From an optimization exercise on the open Yosys and OpenROAD flow, aimed at small area; shortcuts taken in it are not production practice.
Function was checked by simulation only, so behaviour that the tests miss may differ from the original.
Power and IR drop assume default switching activity.

<file path="config.mk">
export PLATFORM = sky130hd
export DESIGN_NAME = ruhman_led_multi
export DESIGN_NICKNAME = ruhman_led_multi
export VERILOG_FILES = /design/flow/design.v
export SDC_FILE = /design/flow/constraint.sdc
export NUM_CORES = 4
export LEC_CHECK = 0
export CAP_MARGIN = 20
export CORE_MARGIN = 2
export CORE_UTILIZATION = 40
export SLEW_MARGIN = 20
</file>
<file path="constraint.sdc">
create_clock -name core_clock -period 10.0 [get_ports {clk}]
set_input_delay 2.0000 -clock core_clock [delete_from_list [all_inputs] [get_ports {clk}]]
set_output_delay 2.0000 -clock core_clock [all_outputs]
set_load 0.01 [all_outputs]
</file>
<file path="design.v">
module ruhman_led_multi #(
    parameter int unsigned N          = 16,
    parameter int unsigned CLK_PER_MS = 100,
    parameter int unsigned HP_W       = 16
) (
    input  logic         clk,
    input  logic         reset_n,
    input  logic         cs,
    input  logic         read,
    input  logic         write,
    input  logic [4:0]   addr,
    input  logic [31:0]  wr_data,
    output logic [31:0]  rd_data,
    output logic [N-1:0] dout
);
    typedef enum logic [1:0] {
        ModeOff   = 2'b00,
        ModeOn    = 2'b01,
        ModeBlink = 2'b10,
        ModeBurst = 2'b11
    } mode_e;
    localparam int unsigned   PW         = (CLK_PER_MS > 1) ? $clog2(CLK_PER_MS) : 1;
    localparam logic [PW-1:0] PrescLast  = PW'(CLK_PER_MS - 1);
    localparam logic [4:0]    AddrSync   = 5'd16;
    localparam logic [4:0]    AddrStatus = 5'd17;
    logic [PW-1:0]   presc_q, presc_d;
    logic            ms_tick;
    logic            bus_wr;
    logic [HP_W-1:0] ch_hp   [N];
    logic [1:0]      ch_mode [N];
    logic [3:0]      ch_bc   [N];
    logic [N-1:0]    done_vec;
    logic            unused_bits;
    assign bus_wr      = cs && write;
    assign ms_tick     = (presc_q == PrescLast);
    assign presc_d     = ms_tick ? '0 : presc_q + PW'(1);
    assign unused_bits = read ^ (^wr_data);
    always_ff @(posedge clk) begin
        if (!reset_n) presc_q <= '0;
        else          presc_q <= presc_d;
    end
    for (genvar i = 0; i < N; i++) begin : g_ch
        logic [HP_W-1:0] hp_q, hp_d, cnt_q, cnt_d, hp_eff;
        mode_e           mode_q, mode_d;
        logic [3:0]      bc_q, bc_d;
        logic [4:0]      rem_q, rem_d;
        logic            led_q, led_d, done_q, done_d;
        logic            cfg_wr, sync_wr, active, step;
        assign cfg_wr  = bus_wr && (addr == 5'(i));
        assign sync_wr = bus_wr && (addr == AddrSync) && wr_data[i];
        assign active  = (mode_q == ModeBlink) || (mode_q == ModeBurst);
        assign hp_eff  = (hp_q == '0) ? HP_W'(1) : hp_q;
        assign step    = (cnt_q == hp_eff - HP_W'(1));
        always_ff @(posedge clk) begin
            if (!reset_n) begin
                hp_q   <= '0;
                mode_q <= ModeOff;
                bc_q   <= '0;
                cnt_q  <= '0;
                rem_q  <= '0;
                led_q  <= 1'b0;
                done_q <= 1'b0;
            end else begin
                hp_q   <= hp_d;
                mode_q <= mode_d;
                bc_q   <= bc_d;
                cnt_q  <= cnt_d;
                rem_q  <= rem_d;
                led_q  <= led_d;
                done_q <= done_d;
            end
        end
        always_comb begin
            hp_d   = hp_q;
            mode_d = mode_q;
            bc_d   = bc_q;
            cnt_d  = cnt_q;
            rem_d  = rem_q;
            led_d  = led_q;
            done_d = done_q;
            if (cfg_wr) begin
                hp_d   = wr_data[HP_W-1:0];
                mode_d = mode_e'(wr_data[17:16]);
                bc_d   = wr_data[23:20];
            end
            if (cfg_wr || (sync_wr && active)) begin
                cnt_d  = '0;
                done_d = 1'b0;
                led_d  = (mode_d != ModeOff);
                rem_d  = (bc_d == 4'd0) ? 5'd16 : {1'b0, bc_d};
            end else if (ms_tick && active && !done_q) begin
                if (step) begin
                    cnt_d = '0;
                    led_d = !led_q;
                    if ((mode_q == ModeBurst) && led_q) begin
                        rem_d  = rem_q - 5'd1;
                        done_d = (rem_q == 5'd1);
                    end
                end else begin
                    cnt_d = cnt_q + HP_W'(1);
                end
            end
        end
        assign dout[i]     = led_q;
        assign done_vec[i] = done_q;
        assign ch_hp[i]    = hp_q;
        assign ch_mode[i]  = mode_q;
        assign ch_bc[i]    = bc_q;
    end
    always_comb begin
        rd_data = '0;
        for (int i = 0; i < N; i++) begin
            if (addr == 5'(i)) rd_data = {8'h00, ch_bc[i], 2'b00, ch_mode[i], 16'(ch_hp[i])};
        end
        if (addr == AddrStatus) begin
            rd_data[N-1:0]  = dout;
            rd_data[16 +: N] = done_vec;
        end
    end
endmodule
</file>
<file path="run.sh">
#!/bin/bash
# synth_recipe.tcl (not shown) runs the flow's synth.tcl, then flattens the netlist and writes it again
# the make line also repeats each setting of config.mk as NAME=value (left out here)
make -C /OpenROAD-flow-scripts/flow DESIGN_CONFIG=/design/flow/config.mk WORK_HOME=/design/flow/orfs CLKGATE_MAP_FILE= SYNTH_SCRIPT=/design/flow/synth_recipe.tcl finish
</file>
==> summary.txt <==
==> layer usage <==
metal	up-vias	share of wire [%]
li1	19505	-
met1	19694	41
met2	1833	44
met3	427	9.6
met4	8	4.8
met5	-	0.028
==> power breakdown <==
part / leakage [nW] / internal, mW / switching, mW
sequential: 5.86 / 2.91 / 0.0192
clock: 1.40 / 1.93 / 1.31
combinational: 9.95 / 0.157 / 0.312
==> registers in the layout (all words and copies together), names as in the netlist <==
signal and count:
g_ch.bc_q 64, g_ch.cnt_q 256, g_ch.done_q 16, g_ch.hp_q 256
g_ch.led_q 16, g_ch.mode_q 32, g_ch.rem_q 80, presc_q 7
==> per-stage QoR <==
step           utilization, %  instance area (µm²)
5_1_grt                  44.6                47000
3_3_place_gp             41.9                44100
3_5_place_dp             41.9                44100
6_report                 44.6                47000
4_1_cts                  44.6                47000
2_1_floorplan               -                42400
==> cells by family after synthesis <==
group | Yosys count | synth area share [%]
flops | 727 | 34.3
simple gates | 2606 | 29.3
fa+ha+maj | 65 | 1.92
buf+inv | 479 | 4.40
xor+xnor | 557 | 11.5
mux | 107 | 2.56
compound gates | 1069 | 16.0
==> Yosys cell counts, types with 37 or more instances <==
| master | number | share of area (%) |
|---|---|---|
| a211oi_1 | 44 | 0.78 |
| nor3b_1 | 48 | 0.85 |
| nor2b_1 | 38 | 0.56 |
| ha_1 | 65 | 1.9 |
| o22ai_1 | 54 | 0.80 |
| or4_1 | 45 | 0.80 |
| a22oi_1 | 48 | 0.85 |
| and3_1 | 106 | 1.6 |
| o21ai_0 | 120 | 1.4 |
| clkbuf_1 | 316 | 2.8 |
| inv_1 | 114 | 1.0 |
| or3_1 | 42 | 0.62 |
| o31ai_1 | 37 | 0.65 |
| mux2i_1 | 94 | 2.2 |
| o211ai_1 | 37 | 0.65 |
| nor2_1 | 599 | 5.3 |
| nand3_1 | 215 | 2.5 |
| nand4_1 | 112 | 1.7 |
| a31oi_1 | 62 | 0.91 |
| xor2_1 | 322 | 6.6 |
| a21oi_1 | 444 | 5.2 |
| nand2_1 | 970 | 8.6 |
| dfxtp_1 | 727 | 34 |
| nor4_1 | 87 | 1.3 |
| nor3_1 | 127 | 1.5 |
| xnor2_1 | 235 | 4.9 |
==> area by class of cell <==
class                           count  share of cell area (%)
Multi-Input combinational cell   4404                    55.4
Sequential cell                   727                    31.0
Clock buffer                      121                    5.18
Tap cell                         1391                    3.70
Timing Repair Buffer              156                    2.90
Inverter                          114                   0.926
Clock inverter                     29                   0.908
Antenna cell                        2                  0.0106
==> worst paths after layout <==
check | from | end | slack [ns] | cells after the start
setup / recovery | addr[0] | rd_data[22] | 1.22 | 11
hold / removal | presc_q[0]$_SDFF_PP0_ | presc_q[0]$_SDFF_PP0_ | 0.45 | 1
setup reg to reg | g_ch[5].hp_q[0]$_SDFFE_PN0P_ | g_ch[5].rem_q[3]$_SDFFE_PN0P_ | 4.81 | 14
hold reg to reg | presc_q[0]$_SDFF_PP0_ | presc_q[0]$_SDFF_PP0_ | 0.45 | 1
==> results.cfg <==
[run_status]
status = timing/DRC/antenna clean

[logic_synthesis]
synth_seq_area_share_pct = 34.3
ys_async_sr_fraction_pct = 0
syn_avg_cell_area_um2 = 7.56
yosys_warnings = 4
synth_seq_cells = 727
syn-num-nets = 5717
synthFlopType = dfxtp_1
synthesis.area_um2 = 42400
synth_edf_count = 0
synth_cells = 5610
yosys.cell_types.count = 84

[global_route]
grtUsageMet3_pct = 5.40
grt.busiest_layer = met2
grtUsageTotal_pct = 28.0
grt_pass1_vias = 37958
antenna_found_initial = 6
grt_max_degree = 152
grt_overflow = 0
use_met1_pct = 37.4
use_met2_pct = 43.8
grt_pass1_wl_um = 236000

[sta]
setup_viol = 0
finalWorstSetupSlack_ns = 1.22
tns_ns = 0
rsz0062_at_grt = false
period_share_pct = 87.8
fmax_mhz = 114
finalHoldViolations = 0
fin_worst_skew_ns = 0.0375
maxSlewHeadroom_pct = 28.1
slew_violations = 0
layout_min_cycle_time_ns = 8.78
worst_pin_slew_ns = 1.07
whs_ns = 0.445

[worst_setup_path]
max_stage_delay_ns = 0.84
crit_path_top_delay_cell = clkdlybuf4s50_1
end_kind = primary output
cp_max_fo = 18
critPathMostFrequentCell = clkdlybuf4s50_1
crit_required_ns = 8.00
worstSetupPathType = in2out
crit_family = compound AO/OA/AOI/OAI gates
arrival_ns = 6.78
crit_chain = clkdlybuf4s50_1, nor3b_1, nand2_1, o21ai_0, a21oi_1, a2111oi_0, o311ai_0, a221oi_1, nor3_1, a221o_1, clkdlybuf4s50_1
crit_buf_inv = 2
cp-start-kind = input port

[floorplan]
floorplan.die_area_um2 = 109000
coreArea_um2 = 105000
rows = 119
die_h_um = 330
start_util_pct = 40.3
chipWidth_um = 330
ios = 90

[final_layout]
multiInputGateArea_um2 = 26000
layout.cells.non_filler = 6944
final-seq-area_um2 = 14600
fill_cells = 10484
final_layout_size_suffix_gt1_share_pct = 5.22
final_cell_mix = nand2_1, dfxtp_1, nor2_1
fin_nets = 5593
area.growth.synth_to_final_pct = 10.8
layout_commonest_cell = nand2_1

[min_path]
hold_class = reg2reg

[clocking]
insertion_delay_ns = 0.68
cts-root-buf = clkbuf_16
htreeDepth = 3
cts_made_buffers = 83
ctsLongestPathBuffers = 3
clk_pin_slew_ns = 0.06
cts_setup_buffers = 0
cts_resized = 0
hold_buffers = 0
cts_num_sinks = 727
tritoncts = built

[placement]
place.gp.congestion = 0.969
place_hpwl_um = 114000
dp_slack_ns = 1.46
placed_cells = 6792
portBuffers = 78

[detailed_routing]
drtIter0Drc = 4848
first_pass_iters = 7
routedWlPerCell_um = 22.6
viasPerCell = 5.97
routed_wl_um = 157000
vias = 41467
antenna_left = 0
route.detailed.drc = 0

[power]
vdd_drop_max_uv = 138
pwr_density_cell_nw_per_um2 = 141
power_leakage_nw = 17.2
total_power_mw = 6.63

[flow_run]
max_cap_viol_count = 0

## what the ideal ports hide
No port has a modelled driver above. Below, the same layout with a new extraction and two added sets of constraints. Step 1: set_driving_cell puts a clkbuf_16 on clk and a buf_2 on each other input, an assumption about the parent block. Step 2, shift: input delay + t, output delay - t, t = (earliest + latest rising clock arrival at the registers) / 2. This alone moves slack from input paths to output paths. a / b / c = ideal ports / drivers / drivers and shift; a / b = the first two.
t, ns: 0.734
setup slack, ns: 1.220 / 1.042 / 1.042
hold slack, ns: 0.445 / 0.445 / 0.445
worst register clock-pin slew, ns: 0.07 / 0.07
worst slew at a driven data input, ns: 0.17
After both steps setup and hold are still met in this run. The setup slack of this run moves by -0.178 ns with the drivers and by -0.178 ns with both steps.
